From an optimization exercise on the open Yosys and OpenROAD flow, aimed at small area; shortcuts taken in it are not production practice.
The RTL was checked by simulation tests, not by an equivalence proof against the original design.

File: constraint.sdc
create_clock -name core_clock -period 6.0 [get_ports {clk}]
set_input_delay 1.2000 -clock core_clock [delete_from_list [all_inputs] [get_ports {clk}]]
set_output_delay 1.2000 -clock core_clock [all_outputs]
set_load 0.01 [all_outputs]
File: design.v
package rv_pkg;
  localparam int OPC_LSB = 0;
  localparam int OPC_MSB = 6;
  localparam int RD_LSB  = 7;
  localparam int RD_MSB  = 11;
  localparam int FN3_LSB = 12;
  localparam int FN3_MSB = 14;
  localparam int RS1_LSB = 15;
  localparam int RS1_MSB = 19;
  localparam int RS2_LSB = 20;
  localparam int RS2_MSB = 24;
  localparam int FN7_LSB = 25;
  localparam int FN7_MSB = 31;
  localparam logic [1:0] OPC_LOW = 2'b11;
  typedef struct packed {
    logic [6:0] opcode;
    logic [4:0] rd;
    logic [2:0] fn3;
    logic [4:0] rs1;
    logic [4:0] rs2;
    logic [6:0] fn7;
    logic       illegal;
  } decoded_t;
  function automatic logic reg_in_range(input logic [4:0] r, input int nreg);
    reg_in_range = (nreg == 32) || (r[4] == 1'b0);
  endfunction
  function automatic decoded_t decode(input logic [31:0] instr, input int nreg);
    decoded_t d;
    d.opcode  = instr[OPC_MSB:OPC_LSB];
    d.rd      = instr[RD_MSB:RD_LSB];
    d.fn3     = instr[FN3_MSB:FN3_LSB];
    d.rs1     = instr[RS1_MSB:RS1_LSB];
    d.rs2     = instr[RS2_MSB:RS2_LSB];
    d.fn7     = instr[FN7_MSB:FN7_LSB];
    d.illegal = (d.opcode[1:0] != OPC_LOW) ||
                !reg_in_range(d.rd, nreg) ||
                !reg_in_range(d.rs1, nreg) ||
                !reg_in_range(d.rs2, nreg);
    decode = d;
  endfunction
endpackage
module rv_regfile
#(
  parameter int XLEN = 32,
  parameter int NREG = 32
) (
  input  logic            clk,
  input  logic            reset,
  input  logic            wb_en,
  input  logic [4:0]      wb_addr,
  input  logic [XLEN-1:0] wb_data,
  input  logic [4:0]      rs1,
  input  logic [4:0]      rs2,
  output logic [XLEN-1:0] rdata1,
  output logic [XLEN-1:0] rdata2
);
  localparam int AW = $clog2(NREG);
  logic [XLEN-1:0] regs [NREG];
  logic            wb_ok;
  assign wb_ok = wb_en && (wb_addr != 5'd0) && rv_pkg::reg_in_range(wb_addr, NREG);
  always_ff @(posedge clk) begin
    if (reset) begin
      for (int i = 0; i < NREG; i++) regs[i] <= '0;
    end else if (wb_ok) begin
      regs[wb_addr[AW-1:0]] <= wb_data;
    end
  end
  function automatic logic [XLEN-1:0] read_port(input logic [4:0] a);
    if (a == 5'd0 || !rv_pkg::reg_in_range(a, NREG)) read_port = '0;
    else if (wb_en && wb_addr == a) read_port = wb_data;
    else read_port = regs[a[AW-1:0]];
  endfunction
  always_comb begin
    rdata1 = read_port(rs1);
    rdata2 = read_port(rs2);
  end
endmodule
module rv_fetch_decode
#(
  parameter  int XLEN       = 32,
  parameter  int IMEM_DEPTH = 32,
  parameter  int NREG       = 32,
  parameter  int RESET_PC   = 0,
  localparam int PC_W       = $clog2(IMEM_DEPTH)
) (
  input  logic            clk,
  input  logic            reset,
  input  logic            imem_we,
  input  logic [PC_W-1:0] imem_waddr,
  input  logic [31:0]     imem_wdata,
  input  logic            redirect_valid,
  input  logic [PC_W-1:0] redirect_pc,
  input  logic            wb_en,
  input  logic [4:0]      wb_addr,
  input  logic [XLEN-1:0] wb_data,
  output logic            out_valid,
  input  logic            out_ready,
  output logic [PC_W-1:0] out_pc,
  output logic [31:0]     out_instr,
  output logic [6:0]      out_opcode,
  output logic [4:0]      out_rd,
  output logic [2:0]      out_fn3,
  output logic [4:0]      out_rs1,
  output logic [4:0]      out_rs2,
  output logic [6:0]      out_fn7,
  output logic [XLEN-1:0] out_rdata1,
  output logic [XLEN-1:0] out_rdata2,
  output logic            out_illegal
);
  logic [31:0]     imem [IMEM_DEPTH];
  logic [PC_W-1:0] pc;
  logic [PC_W-1:0] f_pc;
  logic [31:0]     f_instr;
  logic            f_valid;
  logic            adv1;
  logic            adv2;
  rv_pkg::decoded_t        f_dec;
  rv_pkg::decoded_t        out_dec;
  logic [4:0]      rd_addr1;
  logic [4:0]      rd_addr2;
  logic [XLEN-1:0] rdata1;
  logic [XLEN-1:0] rdata2;
  assign adv2  = !out_valid || out_ready;
  assign adv1  = adv2 || !f_valid;
  assign f_dec = rv_pkg::decode(f_instr, NREG);
  always_ff @(posedge clk) begin
    if (imem_we) imem[imem_waddr] <= imem_wdata;
    if (adv1) f_instr <= imem[pc];
  end
  always_ff @(posedge clk) begin
    if (reset) begin
      pc        <= PC_W'(RESET_PC);
      f_pc      <= '0;
      f_valid   <= 1'b0;
      out_valid <= 1'b0;
      out_pc    <= '0;
      out_instr <= '0;
      out_dec   <= '0;
    end else if (redirect_valid) begin
      pc        <= redirect_pc;
      f_valid   <= 1'b0;
      out_valid <= 1'b0;
    end else begin
      if (adv1) begin
        f_pc    <= pc;
        f_valid <= 1'b1;
        pc      <= pc + PC_W'(1);
      end
      if (adv2) begin
        out_valid <= f_valid;
        out_pc    <= f_pc;
        out_instr <= f_instr;
        out_dec   <= f_dec;
      end
    end
  end
  assign rd_addr1 = adv2 ? f_dec.rs1 : out_dec.rs1;
  assign rd_addr2 = adv2 ? f_dec.rs2 : out_dec.rs2;
  rv_regfile #(
    .XLEN (XLEN),
    .NREG (NREG)
  ) u_regfile (
    .clk     (clk),
    .reset   (reset),
    .wb_en   (wb_en),
    .wb_addr (wb_addr),
    .wb_data (wb_data),
    .rs1     (rd_addr1),
    .rs2     (rd_addr2),
    .rdata1  (rdata1),
    .rdata2  (rdata2)
  );
  always_ff @(posedge clk) begin
    if (reset) begin
      out_rdata1 <= '0;
      out_rdata2 <= '0;
    end else begin
      out_rdata1 <= rdata1;
      out_rdata2 <= rdata2;
    end
  end
  assign out_opcode  = out_dec.opcode;
  assign out_rd      = out_dec.rd;
  assign out_fn3     = out_dec.fn3;
  assign out_rs1     = out_dec.rs1;
  assign out_rs2     = out_dec.rs2;
  assign out_fn7     = out_dec.fn7;
  assign out_illegal = out_dec.illegal;
endmodule
File: run.sh
#!/bin/bash
# synth_recipe.tcl (not shown) runs the flow's synth.tcl, then flattens the netlist and writes it again
# the make line also repeats each setting of config.mk as NAME=value (left out here)
make -C /OpenROAD-flow-scripts/flow DESIGN_CONFIG=/design/flow/config.mk WORK_HOME=/design/flow/orfs CLKGATE_MAP_FILE= SYNTH_SCRIPT=/design/flow/synth_recipe.tcl finish
File: config.mk
export PLATFORM = sky130hd
export DESIGN_NAME = rv_fetch_decode
export DESIGN_NICKNAME = rv_fetch_decode
export VERILOG_FILES = /design/flow/design.v
export SDC_FILE = /design/flow/constraint.sdc
export NUM_CORES = 4
export LEC_CHECK = 0
export CAP_MARGIN = 20
export CORE_MARGIN = 2
export CORE_UTILIZATION = 40
export SLEW_MARGIN = 20
==> summary.txt <==
## sequential cells by signal (all words and copies together), names as in the netlist
| name | cells |
|---|---|
| imem | 1024 |
| u_regfile.regs | 1024 |
| f_instr | 32 |
| out_dec | 32 |
| out_rdata1 | 32 |
| out_rdata2 | 32 |
| f_pc | 5 |
| out_pc | 5 |
| pc | 5 |
| f_valid | 1 |
| out_instr | 1 |
| out_valid | 1 |
## cell usage in the layout (no fill, tap or decap), types with 184 or more instances in the layout
master,count
clkdlybuf4s50_1,194
buf_4,307
edfxtp_1,2080
mux4_2,320
clkbuf_16,240
o41ai_1,184
nand2_1,660
and2_1,994
a211oi_1,751
mux2i_1,584
a21oi_1,297
inv_1,256
## worst max-delay path: stages
cell and delay [ns]:
clkdlybuf4s50_1 0.65, buf_4 0.26, and3b_4 0.36, a21oi_4 0.72, buf_12 0.25, buf_12 0.19
buf_4 0.34, mux2i_1 0.23, o22ai_1 0.10, o311ai_1 0.81, o21ai_1 0.17
## stage by stage
step	TNS, ns	area [sq um]	instances	utilization [%]	hold slack [ns]
2_1_floorplan	0	105000	7814	-	0.431
3_3_place_gp	-0.106	112000	11000	43.1	0.449
3_5_place_dp	0	112000	11000	43.2	0.449
4_1_cts	0	120000	11500	46.2	0.455
5_1_grt	0	120000	11500	46.2	0.484
6_report	0	120000	11500	46.2	0.458
## per-layer routing
| metal | vias up | track usage [%] |
|---|---|---|
| met3 | 892 | 4.49 |
| met4 | 14 | 12.4 |
| li1 | 29800 | - |
| met2 | 4258 | 40.3 |
| met1 | 36000 | 35.0 |
| met5 | - | 0 |
## report_power, final
part	switching, mW	internal (mW)
Clock	6.13	8.54
Sequential	0.609	17.4
Combinational	4.25	2.40
## path summary, 6_finish.rpt
check	depth (start not counted)	to	slack [ns]
setup / recovery	11	out_rdata1[6]$_SDFF_PP0_	1.35
hold / removal	2	out_pc[2]$_SDFFE_PP0P_	0.46
setup reg to reg	9	out_rdata1[6]$_SDFF_PP0_	1.56
hold reg to reg	2	out_pc[2]$_SDFFE_PP0P_	0.46
## area by class of cell
cell class	instances	area, sq um
fill	22400	140000
clock buffer	304	6380
sequential	2194	64800
inverter	258	968
tap	3402	4260
timing repair buffer	589	5670
multi-input combinational	4575	36400
clock inverter	133	1340
antenna	22	55.1
## logic make-up after synthesis
group	synth area share (%)
XOR/XNOR	0.117
AO/OA/AOI/OAI	11.1
adder cells (fa/ha/maj)	0.0120
flip-flops	62.0
AND/OR/NAND/NOR	9.54
buffers and inverters	4.22
other	0.00359
multiplexers	12.9
==> impl_metrics.toml <==
[detailed_routing]
drt_wl_total_um = 351000
drc = 0
antenna_left = 0
top_layer = "met5"
wire_per_inst_um = 30.6
dr.pass1.iters = 8
dr_wl_met3_um = 32900
viasPerCell = 6.18
drt_iter0_markers = 10000
vias = 71000
wl_met1_um = 138000
dr_wl_met2_um = 161000

[synth]
post-synth-top-count-cell = "edfxtp_1"
yosysTopAreaCellShare_pct = 59.8
yosys_warnings = 2
synth_top_area_cell = "edfxtp_1"
avgSynthCellArea_sq_um = 13.4
seq_area_frac_synth_pct = 62.0
syn_inst = 7783
synth-edff-count = 2080
ys_async_sr_fraction_pct = 0
synth_commonest_cells = "edfxtp_1 (2,080), and2_1 (994), a211oi_1 (751), nand2_1 (663), mux2i_1 (585)"
synth_area_leaders = "edfxtp_1 (60%), mux4_2 (6.9%), and2_1 (6.0%), mux2i_1 (5.6%), a211oi_1 (5.4%)"
syn_area_sq_um = 104000
synthFlopType = "edfxtp_1"
synth.distinct_cells = 64
ys_seq_elements = 2194

[grt]
grt_pass1_vias = 69500
track_usage_pct = 25.8
grt_pass1_wl_um = 499000
gr-total-overflow = 0
antenna_found_initial = 38
grt_max_degree = 134

[die]
fp.dieH_um = 515
dieArea_sq_um = 265000
rows = 187
initial_core_util_pct = 40.2
fp.coreArea_sq_um = 259000
die_w_um = 515
pin_count = 220

[critical_path]
cp.arrival_ns = 5.34
crit_start = "out_ready"
cp-end-kind = "flop"
startpoint_type = "primary input"
worstReg2RegStart = "out_valid$_SDFFE_PP0N_"
crit_type = "in -> reg"
cp.required_ns = 6.69
critPathMaxFanout = 29

[sta]
fin_crit_ns = 4.65
fin_ws_ns = 1.35
slew_viol_final = 0
tightest_slew_ns = 1.23
hold_viol = 0
setup_violations = 0
skew_ns = 0.0857
max_freq_mhz = 215
timing.max_slew.rel_slack_pct = 17.2
rsz0062_at_grt = "no"
timing.final.crit_share_pct = 77.5

[clock_network]
hold_buffers = 0
cts_tree = "yes"
cts_made_buffers = 238
clock_path_buffers = 4
htree_levels = 4
root_buffer = "clkbuf_16"
post_cts_buffers = 0
cts_resized = 0
clk_latency_ns = 0.92
clock_sinks = 2194
path_clk_slew_ns = 0.06

[placed_design]
dp_hpwl_um = 209000
gp_congestion = 0.894
io_buffers = 219
pre_cts_ws_ns = 0.588

[power_and_ir_drop]
power_leakage_nw = 40.8
ir_worst_vdd_v = 0.000289
power_mw = 39.4
power.density_nw_per_um2 = 329

[worst_hold_path]
hp-start = "out_pc[2]$_SDFFE_PP0P_"
hold_path_class = "reg -> reg"

[final_layout]
area_growth_pct = 14.8
final_nets = 7942
drive_gt1_share_pct = 15.7

[run_status]
status = "complete, no violations"

[job]
max-cap-violations = 0

## what the ideal ports hide
Ports are ideal in the flow. The routed layout listed here was re-timed in OpenROAD. Step 1 sets driving cells, clkbuf_16 on the clock port and buf_2 on the other inputs (assumed; they add their load-dependent delay and slew). Step 2, shift: input delay + t, output delay - t, t = (earliest + latest rising clock arrival at the registers) / 2. This alone moves slack from input paths to output paths. Three values: ideal ports, drivers, drivers and shift; two values: the first two.
t (ns): 0.976
setup slack, ns: 1.348 / 1.408 / 0.431
hold WS [ns]: 0.458 / 0.458 / 0.458
worst setup path after step 2: input to register
latest minus earliest clock arrival (ns): 0.110 / 0.109
After both steps setup and hold are still met in this run. For this run, drivers alone change the setup slack by +0.060 ns; drivers and shift together by -0.917 ns.
